Source: an optimization exercise on an open RTL-to-GDS flow (aim: small area, a short achievable clock period and few clock cycles per item). Production flows keep margins and buffers that such runs may drop. At most, simulation tests tie the RTL to the original design; equivalence was not proved. Power and IR drop assume default switching activity.

== lane 1 ==
==> flow/design.v <==
package csr_index_pkg;
    parameter int INDEX_WIDTH   = 32;
    parameter int ADDRESS_WIDTH = 32;
    parameter int SHIFT_WIDTH   = 5;
    typedef logic [INDEX_WIDTH-1:0]   index_t;
    typedef logic [ADDRESS_WIDTH-1:0] address_t;
    typedef logic [SHIFT_WIDTH-1:0]   shift_t;
endpackage
`timescale 1ns/1ns
module csr_index_sequencer
(
    input  logic   ap_clk,
    input  logic   areset_generator,
    input  logic   config_valid,
    input  csr_index_pkg::index_t   config_index_start,
    input  csr_index_pkg::index_t   config_index_end,
    input  csr_index_pkg::index_t   config_stride,
    input  csr_index_pkg::address_t config_base_address,
    input  csr_index_pkg::shift_t   config_shift_amount,
    input  logic   config_shift_left,
    input  logic   stage_ready,
    output logic   idle,
    output logic   done,
    output logic   gen_valid,
    output csr_index_pkg::index_t   gen_index,
    output csr_index_pkg::address_t base_address,
    output csr_index_pkg::shift_t   rotate_amount,
    output logic   shift_left
);
    logic                  valid;
    logic                  done_reg;
    csr_index_pkg::index_t count;
    csr_index_pkg::index_t end_reg;
    csr_index_pkg::index_t stride_reg;
    logic                  accept;
    logic                  advance;
    logic                  start_more;
    logic                  step_more;
    assign accept  = config_valid && !valid;
    assign advance = valid && stage_ready;
    logic                  start_borrow;
    csr_carry_out #(.WIDTH(csr_index_pkg::INDEX_WIDTH)) i_start_compare (
        .a         (config_index_start),
        .b         (~config_index_end),
        .carry_in  (1'b1),
        .carry_out (start_borrow)
    );
    assign start_more = !start_borrow;
    logic [csr_index_pkg::INDEX_WIDTH:0]   csa_a, csa_b, csa_c, csa_sum, csa_carry;
    logic                                  step_borrow;
    always_comb begin
        csa_a     = {1'b0, count};
        csa_b     = {1'b0, stride_reg};
        csa_c     = ~{1'b0, end_reg};
        csa_sum   = csa_a ^ csa_b ^ csa_c;
        csa_carry = (csa_a & csa_b) | (csa_a & csa_c) | (csa_b & csa_c);
    end
    logic [csr_index_pkg::INDEX_WIDTH:0]   unused_csa_total;
    csr_prefix_adder #(.WIDTH(csr_index_pkg::INDEX_WIDTH+1)) i_step_compare (
        .a         (csa_sum),
        .b         ({csa_carry[csr_index_pkg::INDEX_WIDTH-1:0], 1'b0}),
        .carry_in  (1'b1),
        .sum       (unused_csa_total),
        .carry_out (step_borrow)
    );
    assign step_more = !step_borrow;
    csr_index_pkg::index_t step_index;
    logic                  unused_carry;
    csr_prefix_adder #(.WIDTH(csr_index_pkg::INDEX_WIDTH)) i_count_adder (
        .a         (count),
        .b         (stride_reg),
        .carry_in  (1'b0),
        .sum       (step_index),
        .carry_out (unused_carry)
    );
    always_ff @(posedge ap_clk) begin
        if (areset_generator) begin
            valid    <= 1'b0;
            done_reg <= 1'b0;
        end else begin
            done_reg <= (accept && !start_more) || (advance && !step_more);
            if (accept) begin
                valid <= start_more;
            end else if (advance) begin
                valid <= step_more;
            end
        end
    end
    always_ff @(posedge ap_clk) begin
        if (!valid) begin
            count <= config_index_start;
        end else if (advance) begin
            count <= step_index;
        end
    end
    always_ff @(posedge ap_clk) begin
        if (!valid) begin
            end_reg      <= config_index_end;
            stride_reg   <= config_stride;
            base_address <= config_base_address;
            rotate_amount <= config_shift_left ? config_shift_amount
                                                : -config_shift_amount;
            shift_left   <= config_shift_left;
        end
    end
    assign idle      = !valid;
    assign done      = done_reg;
    assign gen_valid = valid;
    assign gen_index = count;
endmodule
`timescale 1ns/1ns
module csr_address_map
(
    input  logic     ap_clk,
    input  logic     stage_enable,
    input  csr_index_pkg::address_t base_address,
    input  csr_index_pkg::shift_t   rotate_amount,
    input  logic     shift_left,
    input  csr_index_pkg::index_t   gen_index,
    output csr_index_pkg::index_t   map_index,
    output csr_index_pkg::address_t map_address
);
    csr_index_pkg::address_t offset;
    csr_index_pkg::address_t offset_reg;
    csr_index_pkg::address_t base_reg;
    csr_index_pkg::address_t rotated;
    csr_index_pkg::address_t keep;
    always_comb begin
        rotated = gen_index;
        for (int k = 0; k < csr_index_pkg::SHIFT_WIDTH; k++) begin
            if (rotate_amount[k]) begin
                rotated = (rotated << (1 << k)) |
                          (rotated >> (csr_index_pkg::ADDRESS_WIDTH - (1 << k)));
            end
        end
        for (int i = 0; i < csr_index_pkg::ADDRESS_WIDTH; i++) begin
            if (shift_left) begin
                keep[i] = i >= rotate_amount;
            end else begin
                keep[i] = (rotate_amount == '0) || (i < rotate_amount);
            end
        end
        offset = rotated & keep;
    end
    always_ff @(posedge ap_clk) begin
        if (stage_enable) begin
            map_index  <= gen_index;
            offset_reg <= offset;
            base_reg   <= base_address;
        end
    end
    logic unused_carry;
    csr_prefix_adder #(.WIDTH(csr_index_pkg::ADDRESS_WIDTH)) i_address_adder (
        .a         (base_reg),
        .b         (offset_reg),
        .carry_in  (1'b0),
        .sum       (map_address),
        .carry_out (unused_carry)
    );
endmodule
module csr_prefix_adder
#(
    parameter int WIDTH = 32
) (
    input  logic [WIDTH-1:0] a,
    input  logic [WIDTH-1:0] b,
    input  logic             carry_in,
    output logic [WIDTH-1:0] sum,
    output logic             carry_out
);
    localparam int LEVELS = $clog2(WIDTH);
    logic [WIDTH-1:0] p;
    logic [WIDTH-1:0] g [LEVELS+1];
    logic [WIDTH-1:0] t [LEVELS+1];
    logic [WIDTH:0]   carry;
    always_comb begin
        p    = a ^ b;
        g[0] = a & b;
        t[0] = p;
        g[0][0] = (a[0] & b[0]) | (p[0] & carry_in);
        for (int l = 0; l < LEVELS; l++) begin
            for (int i = 0; i < WIDTH; i++) begin
                if (((i >> l) & 1) == 1) begin
                    g[l+1][i] = g[l][i] | (t[l][i] & g[l][((i >> l) << l) - 1]);
                    t[l+1][i] = t[l][i] & t[l][((i >> l) << l) - 1];
                end else begin
                    g[l+1][i] = g[l][i];
                    t[l+1][i] = t[l][i];
                end
            end
        end
        carry[0] = carry_in;
        for (int i = 0; i < WIDTH; i++) begin
            carry[i+1] = g[LEVELS][i];
        end
        sum       = p ^ carry[WIDTH-1:0];
        carry_out = carry[WIDTH];
    end
endmodule
module csr_carry_out
#(
    parameter int WIDTH = 32
) (
    input  logic [WIDTH-1:0] a,
    input  logic [WIDTH-1:0] b,
    input  logic             carry_in,
    output logic             carry_out
);
    localparam int LEVELS = $clog2(WIDTH);
    logic [WIDTH-1:0] g [LEVELS+1];
    logic [WIDTH-1:0] t [LEVELS+1];
    always_comb begin
        g[0] = a & b;
        t[0] = a | b;
        g[0][0] = (a[0] & b[0]) | ((a[0] | b[0]) & carry_in);
        for (int l = 0; l < LEVELS; l++) begin
            for (int i = 0; i < WIDTH; i++) begin
                if (((i >> l) & 1) == 1) begin
                    g[l+1][i] = g[l][i] | (t[l][i] & g[l][((i >> l) << l) - 1]);
                    t[l+1][i] = t[l][i] & t[l][((i >> l) << l) - 1];
                end else begin
                    g[l+1][i] = g[l][i];
                    t[l+1][i] = t[l][i];
                end
            end
        end
        carry_out = g[LEVELS][WIDTH-1];
    end
endmodule
`timescale 1ns/1ns
module request_fifo
(
    input  logic     ap_clk,
    input  logic     stage_enable,
    input  csr_index_pkg::index_t   push_index,
    input  csr_index_pkg::address_t push_address,
    output csr_index_pkg::index_t   request_index,
    output csr_index_pkg::address_t request_address
);
    always_ff @(posedge ap_clk) begin
        if (stage_enable) begin
            request_index   <= push_index;
            request_address <= push_address;
        end
    end
endmodule
`timescale 1ns/1ns
module csr_index_generator
(
    input  logic     ap_clk,
    input  logic     areset_generator,
    input  logic     config_valid,
    input  csr_index_pkg::index_t   config_index_start,
    input  csr_index_pkg::index_t   config_index_end,
    input  csr_index_pkg::index_t   config_stride,
    input  csr_index_pkg::address_t config_base_address,
    input  csr_index_pkg::shift_t   config_shift_amount,
    input  logic     config_shift_left,
    input  logic     request_ready,
    output logic     idle,
    output logic     done,
    output logic     request_valid,
    output csr_index_pkg::index_t   request_index,
    output csr_index_pkg::address_t request_address
);
    logic                    stage1_ready;
    logic                    stage2_ready;
    logic                    gen_valid;
    csr_index_pkg::index_t   gen_index;
    csr_index_pkg::address_t base_address;
    csr_index_pkg::shift_t   rotate_amount;
    logic                    shift_left;
    logic                    map_valid;
    csr_index_pkg::index_t   map_index;
    csr_index_pkg::address_t map_address;
    assign stage2_ready = !request_valid || request_ready;
    assign stage1_ready = !map_valid || stage2_ready;
    csr_index_sequencer i_csr_index_sequencer (
        .ap_clk              (ap_clk),
        .areset_generator    (areset_generator),
        .config_valid        (config_valid),
        .config_index_start  (config_index_start),
        .config_index_end    (config_index_end),
        .config_stride       (config_stride),
        .config_base_address (config_base_address),
        .config_shift_amount (config_shift_amount),
        .config_shift_left   (config_shift_left),
        .stage_ready         (stage1_ready),
        .idle                (idle),
        .done                (done),
        .gen_valid           (gen_valid),
        .gen_index           (gen_index),
        .base_address        (base_address),
        .rotate_amount       (rotate_amount),
        .shift_left          (shift_left)
    );
    always_ff @(posedge ap_clk) begin
        if (areset_generator) begin
            map_valid     <= 1'b0;
            request_valid <= 1'b0;
        end else begin
            if (stage1_ready) begin
                map_valid     <= gen_valid;
            end
            if (stage2_ready) begin
                request_valid <= map_valid;
            end
        end
    end
    csr_address_map i_csr_address_map (
        .ap_clk       (ap_clk),
        .stage_enable (stage1_ready),
        .base_address (base_address),
        .rotate_amount (rotate_amount),
        .shift_left   (shift_left),
        .gen_index    (gen_index),
        .map_index    (map_index),
        .map_address  (map_address)
    );
    request_fifo i_request_fifo (
        .ap_clk          (ap_clk),
        .stage_enable    (stage2_ready),
        .push_index      (map_index),
        .push_address    (map_address),
        .request_index   (request_index),
        .request_address (request_address)
    );
endmodule
Settings: LEC_CHECK=0, CAP_MARGIN=20, CORE_MARGIN=2, CORE_UTILIZATION=65, CTS_BUF_LIST=sky130_fd_sc_hd__clkbuf_8, SETUP_SLACK_MARGIN=4.0, SLEW_MARGIN=20; clock period 7.0 ns.
standard.sh (not shown) runs the stock make flow with config.mk's settings and CLKGATE_MAP_FILE= SYNTH_SCRIPT=/design/flow/synth_recipe.tcl, a recipe that flattens the netlist after the stock synthesis.
==> flow/flow/run.sh <==
#!/bin/bash
# Standard layout, with plain buffers (instead of delay cells) on the ports
set -euo pipefail
bash standard.sh "BUFFER_PORTS_ARGS=-buffer_cell sky130_fd_sc_hd__buf_2" finish > standard.log 2>&1
The following lists how lane 2 was set up differently from lane 1:
diff --git a/flow/design.v b/flow/design.v
--- a/flow/design.v
+++ b/flow/design.v
@@ -38,15 +38,18 @@
     logic                  step_more;
     assign accept  = config_valid && !valid;
     assign advance = valid && stage_ready;
+    csr_index_pkg::index_t unused_start_total;
     logic                  start_borrow;
-    csr_carry_out #(.WIDTH(csr_index_pkg::INDEX_WIDTH)) i_start_compare (
+    csr_prefix_adder #(.WIDTH(csr_index_pkg::INDEX_WIDTH)) i_start_compare (
         .a         (config_index_start),
         .b         (~config_index_end),
         .carry_in  (1'b1),
+        .sum       (unused_start_total),
         .carry_out (start_borrow)
     );
     assign start_more = !start_borrow;
     logic [csr_index_pkg::INDEX_WIDTH:0]   csa_a, csa_b, csa_c, csa_sum, csa_carry;
+    logic [csr_index_pkg::INDEX_WIDTH:0]   unused_csa_total;
     logic                                  step_borrow;
     always_comb begin
         csa_a     = {1'b0, count};
@@ -55,7 +58,6 @@
         csa_sum   = csa_a ^ csa_b ^ csa_c;
         csa_carry = (csa_a & csa_b) | (csa_a & csa_c) | (csa_b & csa_c);
     end
-    logic [csr_index_pkg::INDEX_WIDTH:0]   unused_csa_total;
     csr_prefix_adder #(.WIDTH(csr_index_pkg::INDEX_WIDTH+1)) i_step_compare (
         .a         (csa_sum),
         .b         ({csa_carry[csr_index_pkg::INDEX_WIDTH-1:0], 1'b0}),
@@ -197,36 +199,6 @@
         carry_out = carry[WIDTH];
     end
 endmodule
-module csr_carry_out
-#(
-    parameter int WIDTH = 32
-) (
-    input  logic [WIDTH-1:0] a,
-    input  logic [WIDTH-1:0] b,
-    input  logic             carry_in,
-    output logic             carry_out
-);
-    localparam int LEVELS = $clog2(WIDTH);
-    logic [WIDTH-1:0] g [LEVELS+1];
-    logic [WIDTH-1:0] t [LEVELS+1];
-    always_comb begin
-        g[0] = a & b;
-        t[0] = a | b;
-        g[0][0] = (a[0] & b[0]) | ((a[0] | b[0]) & carry_in);
-        for (int l = 0; l < LEVELS; l++) begin
-            for (int i = 0; i < WIDTH; i++) begin
-                if (((i >> l) & 1) == 1) begin
-                    g[l+1][i] = g[l][i] | (t[l][i] & g[l][((i >> l) << l) - 1]);
-                    t[l+1][i] = t[l][i] & t[l][((i >> l) << l) - 1];
-                end else begin
-                    g[l+1][i] = g[l][i];
-                    t[l+1][i] = t[l][i];
-                end
-            end
-        end
-        carry_out = g[LEVELS][WIDTH-1];
-    end
-endmodule
 `timescale 1ns/1ns
 module request_fifo
 (
Notes after the runs:
Per the comparison of lane 2 with lane 1, later-pin clock latency in the skew report moved up, number of antenna violations at the first check in global routing picked up an extra 1, core utilization picked up an extra 1.0 points, proportion of cell area spent on the clock network now smaller, die footprint rose 2.4%.
No functional check of the RTL was part of any run of this note.


Another version of the RTL of csr_index_generator (not shown whole).
For scale: about 1400 cells after synthesis, roughly 300 flip-flops, ~210 I/O pins.
==> module csr_index_sequencer, before the edit <==
module csr_index_sequencer
(
    input  logic   ap_clk,
    input  logic   areset_generator,
    input  logic   config_valid,
    input  csr_index_pkg::index_t   config_index_start,
    input  csr_index_pkg::index_t   config_index_end,
    input  csr_index_pkg::index_t   config_stride,
    input  csr_index_pkg::address_t config_base_address,
    input  csr_index_pkg::shift_t   config_shift_amount,
    input  logic   config_shift_left,
    input  logic   stage_ready,
    output logic   idle,
    output logic   done,
    output logic   gen_valid,
    output csr_index_pkg::index_t   gen_index,
    output csr_index_pkg::address_t base_address,
    output csr_index_pkg::shift_t   rotate_amount,
    output logic   shift_left
);
    logic                  valid;
    logic                  done_reg;
    csr_index_pkg::index_t count;
    csr_index_pkg::index_t end_reg;
    csr_index_pkg::index_t stride_reg;
    logic                  accept;
    logic                  advance;
    logic                  start_more;
    logic                  step_more;
    assign accept  = config_valid && !valid;
    assign advance = valid && stage_ready;
    csr_index_pkg::index_t unused_start_total;
    logic                  start_borrow;
    csr_prefix_adder #(.WIDTH(csr_index_pkg::INDEX_WIDTH)) i_start_compare (
        .a         (config_index_start),
        .b         (~config_index_end),
        .carry_in  (1'b1),
        .sum       (unused_start_total),
        .carry_out (start_borrow)
    );
    assign start_more = !start_borrow;
    logic [csr_index_pkg::INDEX_WIDTH:0]   csa_a, csa_b, csa_c, csa_sum, csa_carry;
    logic [csr_index_pkg::INDEX_WIDTH:0]   unused_csa_total;
    logic                                  step_borrow;
    always_comb begin
        csa_a     = {1'b0, count};
        csa_b     = {1'b0, stride_reg};
        csa_c     = ~{1'b0, end_reg};
        csa_sum   = csa_a ^ csa_b ^ csa_c;
        csa_carry = (csa_a & csa_b) | (csa_a & csa_c) | (csa_b & csa_c);
    end
    csr_prefix_adder #(.WIDTH(csr_index_pkg::INDEX_WIDTH+1)) i_step_compare (
        .a         (csa_sum),
        .b         ({csa_carry[csr_index_pkg::INDEX_WIDTH-1:0], 1'b0}),
        .carry_in  (1'b1),
        .sum       (unused_csa_total),
        .carry_out (step_borrow)
    );
    assign step_more = !step_borrow;
    csr_index_pkg::index_t step_index;
    assign step_index = count + stride_reg;
    always_ff @(posedge ap_clk) begin
        if (areset_generator) begin
            valid    <= 1'b0;
            done_reg <= 1'b0;
        end else begin
            done_reg <= (accept && !start_more) || (advance && !step_more);
            if (accept) begin
                valid <= start_more;
            end else if (advance) begin
                valid <= step_more;
            end
        end
    end
    always_ff @(posedge ap_clk) begin
        if (accept) begin
            count <= config_index_start;
        end else if (advance) begin
            count <= step_index;
        end
    end
    always_ff @(posedge ap_clk) begin
        if (accept) begin
            end_reg      <= config_index_end;
            stride_reg   <= config_stride;
            base_address <= config_base_address;
            rotate_amount <= config_shift_left ? config_shift_amount
                                                : -config_shift_amount;
            shift_left   <= config_shift_left;
        end
    end
    assign idle      = !valid;
    assign done      = done_reg;
    assign gen_valid = valid;
    assign gen_index = count;
endmodule
==> module csr_address_map, before the edit <==
module csr_address_map
(
    input  logic     ap_clk,
    input  logic     stage_enable,
    input  csr_index_pkg::address_t base_address,
    input  csr_index_pkg::shift_t   rotate_amount,
    input  logic     shift_left,
    input  csr_index_pkg::index_t   gen_index,
    output csr_index_pkg::index_t   map_index,
    output csr_index_pkg::address_t map_address
);
    csr_index_pkg::address_t offset;
    csr_index_pkg::address_t offset_reg;
    csr_index_pkg::address_t base_reg;
    csr_index_pkg::address_t rotated;
    csr_index_pkg::address_t keep;
    always_comb begin
        rotated = gen_index;
        for (int k = 0; k < csr_index_pkg::SHIFT_WIDTH; k++) begin
            if (rotate_amount[k]) begin
                rotated = (rotated << (1 << k)) |
                          (rotated >> (csr_index_pkg::ADDRESS_WIDTH - (1 << k)));
            end
        end
        for (int i = 0; i < csr_index_pkg::ADDRESS_WIDTH; i++) begin
            if (shift_left) begin
                keep[i] = i >= rotate_amount;
            end else begin
                keep[i] = (rotate_amount == '0) || (i < rotate_amount);
            end
        end
        offset = rotated & keep;
    end
    always_ff @(posedge ap_clk) begin
        if (stage_enable) begin
            map_index  <= gen_index;
            offset_reg <= offset;
            base_reg   <= base_address;
        end
    end
    assign map_address = base_reg + offset_reg;
endmodule
==> flow/config.mk <==
export PLATFORM = sky130hd
export DESIGN_NAME = csr_index_generator
export DESIGN_NICKNAME = csr_index_generator
export VERILOG_FILES = /design/flow/design.v
export SDC_FILE = /design/flow/constraint.sdc
export NUM_CORES = 4
export LEC_CHECK = 0
export CAP_MARGIN = 20
export CORE_MARGIN = 2
export CORE_UTILIZATION = 65
export SETUP_SLACK_MARGIN = 4.0
export SLEW_MARGIN = 20
==> flow/constraint.sdc <==
create_clock -name core_clock -period 7.0 [get_ports {ap_clk}]
set_input_delay 1.4000 -clock core_clock [delete_from_list [all_inputs] [get_ports {ap_clk}]]
set_output_delay 1.4000 -clock core_clock [all_outputs]
set_load 0.01 [all_outputs]
Scripts as last shown in full above: flow/flow/run.sh
Edit:
--- a/flow/design.v
+++ b/flow/design.v
@@ -66,9 +66,16 @@
         .carry_out (step_borrow)
     );
     assign step_more = !step_borrow;
     csr_index_pkg::index_t step_index;
-    assign step_index = count + stride_reg;
+    logic                  unused_carry;
+    csr_prefix_adder #(.WIDTH(csr_index_pkg::INDEX_WIDTH)) i_count_adder (
+        .a         (count),
+        .b         (stride_reg),
+        .carry_in  (1'b0),
+        .sum       (step_index),
+        .carry_out (unused_carry)
+    );
     always_ff @(posedge ap_clk) begin
         if (areset_generator) begin
             valid    <= 1'b0;
             done_reg <= 1'b0;
@@ -143,9 +150,16 @@
             offset_reg <= offset;
             base_reg   <= base_address;
         end
     end
-    assign map_address = base_reg + offset_reg;
+    logic unused_carry;
+    csr_prefix_adder #(.WIDTH(csr_index_pkg::ADDRESS_WIDTH)) i_address_adder (
+        .a         (base_reg),
+        .b         (offset_reg),
+        .carry_in  (1'b0),
+        .sum       (map_address),
+        .carry_out (unused_carry)
+    );
 endmodule
 module csr_prefix_adder
 #(
     parameter int WIDTH = 32
Result: The changed run produced a clean layout. Critical path depth drops by 2. Cell count drops by 5.1%. Wire length drops by 10%. Via count drops by 9.0%. Clock power hardly moves. Worst setup slack gains 0.14 ns. Flip-flop and latch count does not change. Cell area drops by 6.2%. Count of clock-buffer cells in the layout drops by 3. Sequential power drops by about 6%.
Testbench counts after the change, summed over its fixed seeds: cycles 27,423, items 23,020.
For the first run of this note, only the layout was checked, not whether the RTL still works.

## afterwards: timing with drivers on the ports
The results above use ideal ports. As a check the final layouts listed here were re-extracted and re-timed, cells and wires unchanged.
Step 1, drivers: a clkbuf_16 drives ap_clk and a buf_2 each remaining input, both assumed.
Step 2 times the ports against the registers' clock, not the clock port: input delays grow and output delays shrink by t, the midpoint of the rising clock arrivals with the driver on.
Three values: ideal, step 1, step 2; two values: the first two.
| run | t (ns) | slack for setup (ns) | clock arrival spread, ns |
|---|---|---|---|
| lane 1 | 0.603 | 3.847 / 3.847 / 3.608 | 0.023 / 0.023 |
| lane 2 | 0.623 | 3.951 / 3.951 / 3.477 | 0.031 / 0.032 |
| the first run of note 2 | 0.615 | 3.963 / 3.963 / 3.380 | 0.018 / 0.017 |
| the second run of note 2 | 0.607 | 4.100 / 4.100 / 3.579 | 0.024 / 0.024 |
After both steps setup and hold are still met in every run listed. The setup slack of the first run of note 2, which loses most, moves by 0.000 ns with the drivers and by -0.583 ns with both steps.
